This design comes from an exercise in tuning for small area, a short achievable clock period and few clock cycles on the open sky130 flow, not from production work.
No activity file was given, so power comes from the tool's default toggle rates.

==> flow/design.v (excerpt) <==
module raycast_column_texture_walker_core #(
  parameter int FRAC_BITS = 16
) (
  input  logic                             clk,
  input  logic                             rst_n,
  input  logic                             cfg_valid,
  output logic                             cfg_ready,
  input  logic [rctw_pkg::CFG_IDX_W-1:0]   cfg_index,
  input  logic [rctw_pkg::CFG_DATA_W-1:0]  cfg_data,
  input  logic                             in_tvalid,
  output logic                             in_tready,
  input  logic [rctw_pkg::IN_TDATA_W-1:0]  in_tdata,
  input  logic                             in_tuser,
  output logic                             out_tvalid,
  input  logic                             out_tready,
  output logic [rctw_pkg::OUT_TDATA_W-1:0] out_tdata,
  output logic [rctw_pkg::OUT_TUSER_W-1:0] out_tuser,
  output logic                             out_tlast
);
  logic [21:0] pixel_addr;
  logic [15:0] texel_index;
  logic [23:0] flat_color;
  logic [1:0]  region;
  logic [1:0]  texture_id;
  assign cfg_ready = 1'b1;
  rctw_datapath u_dp (
    .clk         (clk),
    .rst_n       (rst_n),
    .cfg_we      (cfg_valid),
    .cfg_index   (cfg_index),
    .cfg_data    (cfg_data),
    .in_tvalid   (in_tvalid),
    .in_tuser    (in_tuser),
    .in_tdata    (in_tdata),
    .in_tready   (in_tready),
    .out_valid   (out_tvalid),
    .out_ready   (out_tready),
    .pixel_addr  (pixel_addr),
  ...
Size: ~480 flip-flops.
Settings: LEC_CHECK=0, CAP_MARGIN=20, CORE_MARGIN=2, CORE_UTILIZATION=60, SLEW_MARGIN=20; clock period 10.0 ns.
standard.sh (not shown) runs the stock make flow with config.mk's settings and CLKGATE_MAP_FILE= SYNTH_SCRIPT=/design/flow/synth_recipe.tcl, a recipe that flattens the netlist after the stock synthesis.
==> flow/flow/run.sh <==
#!/bin/bash
# Standard layout (the standard.sh: standard synthesis, ORFS floorplan to
# finish, same SDC), with two make settings added on its command line:
#  * BUFFER_PORTS_ARGS from flow/ports.txt: the cell buffer_ports puts on every
#    input and output port (it still buffers every port).
# Each make run's full output goes to its own log here.
set -euo pipefail
MARGIN=$(cat flow/margin.txt)
PORTBUF=$(cat flow/ports.txt)
sed -E "s/ SETUP_SLACK_MARGIN=[^ ]*//; s/CLKGATE_MAP_FILE= /CLKGATE_MAP_FILE= SETUP_SLACK_MARGIN=$MARGIN 'BUFFER_PORTS_ARGS=-buffer_cell $PORTBUF' /" standard.sh > standard_margin.sh
grep -q "SETUP_SLACK_MARGIN=$MARGIN " standard_margin.sh
bash standard_margin.sh synth > make_synth.log 2>&1
bash standard_margin.sh finish > make_finish.log 2>&1
test -s out/final.def
==> flow/flow/margin.txt <==
6.5
==> flow/flow/ports.txt <==
sky130_fd_sc_hd__buf_2
Rerun with:
--- a/flow/design.v
+++ b/flow/design.v
@@ -132,12 +132,13 @@
   input  logic [11:0] cnt_value,
   input  logic        cnt_dec,
   output logic        cnt_one,
   output logic        busy,
   output logic        busy_nxt,
   output logic        tex_load,
+  output logic        tex_load_nxt,
   output logic [7:0]  tex_col
 );
   logic [4:0]  st_r;       
   logic [23:0] a_r;
   logic [23:0] m_r;
   logic [17:0] q_r;
@@ -159,12 +160,13 @@
   logic [25:0] sum_x;
   logic [15:0] f_sum;
   assign busy     = busy_r;
   assign st_nxt   = start ? 5'd1 : (!busy || ph_tex_r) ? 5'd0 : st_r + 5'd1;
   assign busy_nxt = (st_nxt != 5'd0);
   assign tex_load = ph_tex_r;
+  assign tex_load_nxt = (st_nxt == 5'd30);
   always_ff @(posedge clk) begin
     if (!rst_n) begin
       st_r       <= '0;
       busy_r     <= 1'b0;
       ph_shift_r <= 1'b0;
       ph_last_r  <= 1'b0;
@@ -178,13 +180,13 @@
       ph_shift_r <= ((st_nxt >= 5'd1) && (st_nxt <= 5'd18))
                  || ((st_nxt >= 5'd20) && (st_nxt <= 5'd28));
       ph_last_r  <= (st_nxt == 5'd18);
       ph_frac_r  <= (st_nxt == 5'd19);
       ph_twm_r   <= (st_nxt == 5'd28);
       ph_mirr_r  <= (st_nxt == 5'd29);
-      ph_tex_r   <= (st_nxt == 5'd30);
+      ph_tex_r   <= tex_load_nxt;
     end
   end
   assign sub    = ph_last_r || ph_mirr_r;
   assign bit_en = (ph_shift_r && q_r[0]) || ph_mirr_r;
   assign opnd   = bit_en ? (m_r ^ {24{sub}}) : 24'd0;
   assign sum_x  = {1'b0, a_r, 1'b1} + {1'b0, opnd, bit_en & sub};
@@ -302,12 +304,13 @@
   logic       cnt_load;
   logic       cnt_dec;
   logic       cnt_one;
   logic       advance;
   logic       prime;
   logic       tex_load;
+  logic       tex_load_nxt;
   rctw_ctrl u_col (
     .clk       (clk),
     .rst_n     (rst_n),
     .start     (col_acc),
     .perp      (in_tdata[114:91]),
     .dir       (side ? in_tdata[72:55] : in_tdata[90:73]),
@@ -318,12 +321,13 @@
     .cnt_value (rc_r),
     .cnt_dec   (cnt_dec),
     .cnt_one   (cnt_one),
     .busy      (busy_a),
     .busy_nxt  (busy_a_nxt),
     .tex_load  (tex_load),
+    .tex_load_nxt (tex_load_nxt),
     .tex_col   (tex_col)
   );
   rctw_div u_step (
     .clk         (clk),
     .rst_n       (rst_n),
     .start       (col_acc),
@@ -365,12 +369,15 @@
   logic [15:0] cs_s_r;
   logic [15:0] cs_c_r;
   logic [8:0]  u_r;
   logic        tex_dirty_r;
   logic        fresh_r;      
   logic        reprime;
+  logic        reprime_r;
+  logic        sel_u_r;
+  logic        go_r;
   logic        cs_load;
   logic [8:0]  u_raw;
   logic [8:0]  u;
   logic [10:0] tw3_r;        
   logic        tex_wr_r;     
   logic [15:0] pp [6];
@@ -393,13 +400,13 @@
       default: pick = {5'd0, tw3};
     endcase
   endfunction
   always_ff @(posedge clk) begin
     tw3_r <= {2'd0, tex_width_r} + {1'd0, tex_width_r, 1'b0};
   end
-  assign u_raw = (reprime || tex_load) ? u_r : tex_pos[24:16];
+  assign u_raw = sel_u_r ? u_r : tex_pos[24:16];
   assign u     = u_raw & hmask_r;
   always_comb begin
     for (int i = 0; i < 4; i++) begin
       pp[i] = pick(u[2*i+1 -: 2], tex_width_r, tw3_r) << (2 * i);
     end
     pp[4] = u[8] ? {tex_width_r[7:0], 8'd0} : 16'd0;
@@ -444,13 +451,13 @@
   logic [21:0] addr_nxt;
   assign addr_nxt = (rc_zero || (dirty_r && !ff_r)) ? {11'd0, column_r}
                   : o_addr_r + {10'd0, screen_width_r};
   assign want     = (held_r || row_acc) && active;
   assign can_gen  = (!o_valid_r || out_ready) && !dirty_r && !tex_dirty_r && !sh_dirty_r
                  && !(is_wall && busy);
-  assign fire     = want && can_gen;
+  assign fire     = (held_r || row_acc) && go_r && (!o_valid_r || out_ready);
   assign held_nxt = (held_r || row_acc) && (active || sh_dirty_r) && !can_gen;
   assign advance  = fire && is_wall;
   assign ff_begin = dirty_r && !ff_r && !busy_a && !col_acc;
   assign ff_step  = ff_r && !cnt_one && !col_acc;
   assign ff_done  = ff_r && cnt_one;
   assign cnt_load = ff_begin;
@@ -523,13 +530,45 @@
         ff_r <= 1'b0;
       end else if (ff_begin && !rc_zero) begin
         ff_r <= 1'b1;
       end
     end
   end
-  assign reprime = tex_dirty_r && !tex_wr_r && !busy_a && !busy_b;
+  logic texw;
+  logic act_n, wall_n, dirty_n, tex_dirty_n, reprime_n;
+  assign texw = cfg_we && (cfg_index[2:1] == 2'd0);
+  always_comb begin
+    if (col_acc) begin
+      act_n  = (screen_height_r != 12'd0);
+      wall_n = (in_tdata[142:132] == 11'd0);
+    end else begin
+      act_n  = sh_dirty_r ? (!rc_r[11] && (act_lt || last_eq)) : fire ? act_inc : act_r;
+      wall_n = fire ? wall_inc : wall_r;
+    end
+    if (sw_write) begin
+      dirty_n = 1'b1;
+    end else if (col_acc || (ff_begin && rc_zero) || ff_done) begin
+      dirty_n = 1'b0;
+    end else begin
+      dirty_n = dirty_r;
+    end
+    tex_dirty_n = texw || (tex_dirty_r && !reprime);
+    reprime_n   = tex_dirty_n && !texw && !busy_a_nxt && !busy_b_nxt;
+  end
+  always_ff @(posedge clk) begin
+    if (!rst_n) begin
+      go_r      <= 1'b1;
+      reprime_r <= 1'b0;
+      sel_u_r   <= 1'b0;
+    end else begin
+      go_r      <= act_n && !dirty_n && !tex_dirty_n && !sh_write && !(wall_n && busy_nxt);
+      reprime_r <= reprime_n;
+      sel_u_r   <= reprime_n || tex_load_nxt;
+    end
+  end
+  assign reprime = reprime_r;
   assign cs_load = advance || tex_load || reprime;
   always_ff @(posedge clk) begin
     if (!rst_n) begin
       tex_dirty_r <= 1'b0;
       tex_wr_r    <= 1'b0;
       fresh_r     <= 1'b1;
=> The new run completed without violations. Sequential power goes down by about 2%. Utilization shrinks by 0.46 points. Total power decreases by 2.0%. Clock-buffer cell count went up by 8. Global-route usage went down by 0.57 points. Final area falls by 2.1%. Die area fell by 0.72%. Setup slack loses 18 ps.
No functional check of the RTL was part of any run of this note.

==> afterwards: timing with drivers on the ports <==
No port has a modelled driver above. Below, the same layouts with a new extraction and two added sets of constraints.
Step 1 assumes that a clkbuf_16 drives the clock port and a buf_2 every other input.
Step 2 times the ports against the registers' clock, not the clock port: input delays grow and output delays shrink by t, the midpoint of the rising clock arrivals with the driver on.
a / b / c = ideal ports / drivers / drivers and shift; a / b = the first two.
run | t (ns) | setup slack, ns | clock arrival spread, ns | worst slew at a driven data input, ns
the first run | 0.657 | 6.484 / 6.496 / 5.862 | 0.024 / 0.024 | 0.07
the second run | 0.665 | 6.466 / 6.466 / 5.921 | 0.020 / 0.021 | 0.08
After both steps setup and hold are still met in every run listed. The setup slack of the first run, which loses most, moves by +0.012 ns with the drivers and by -0.622 ns with both steps.
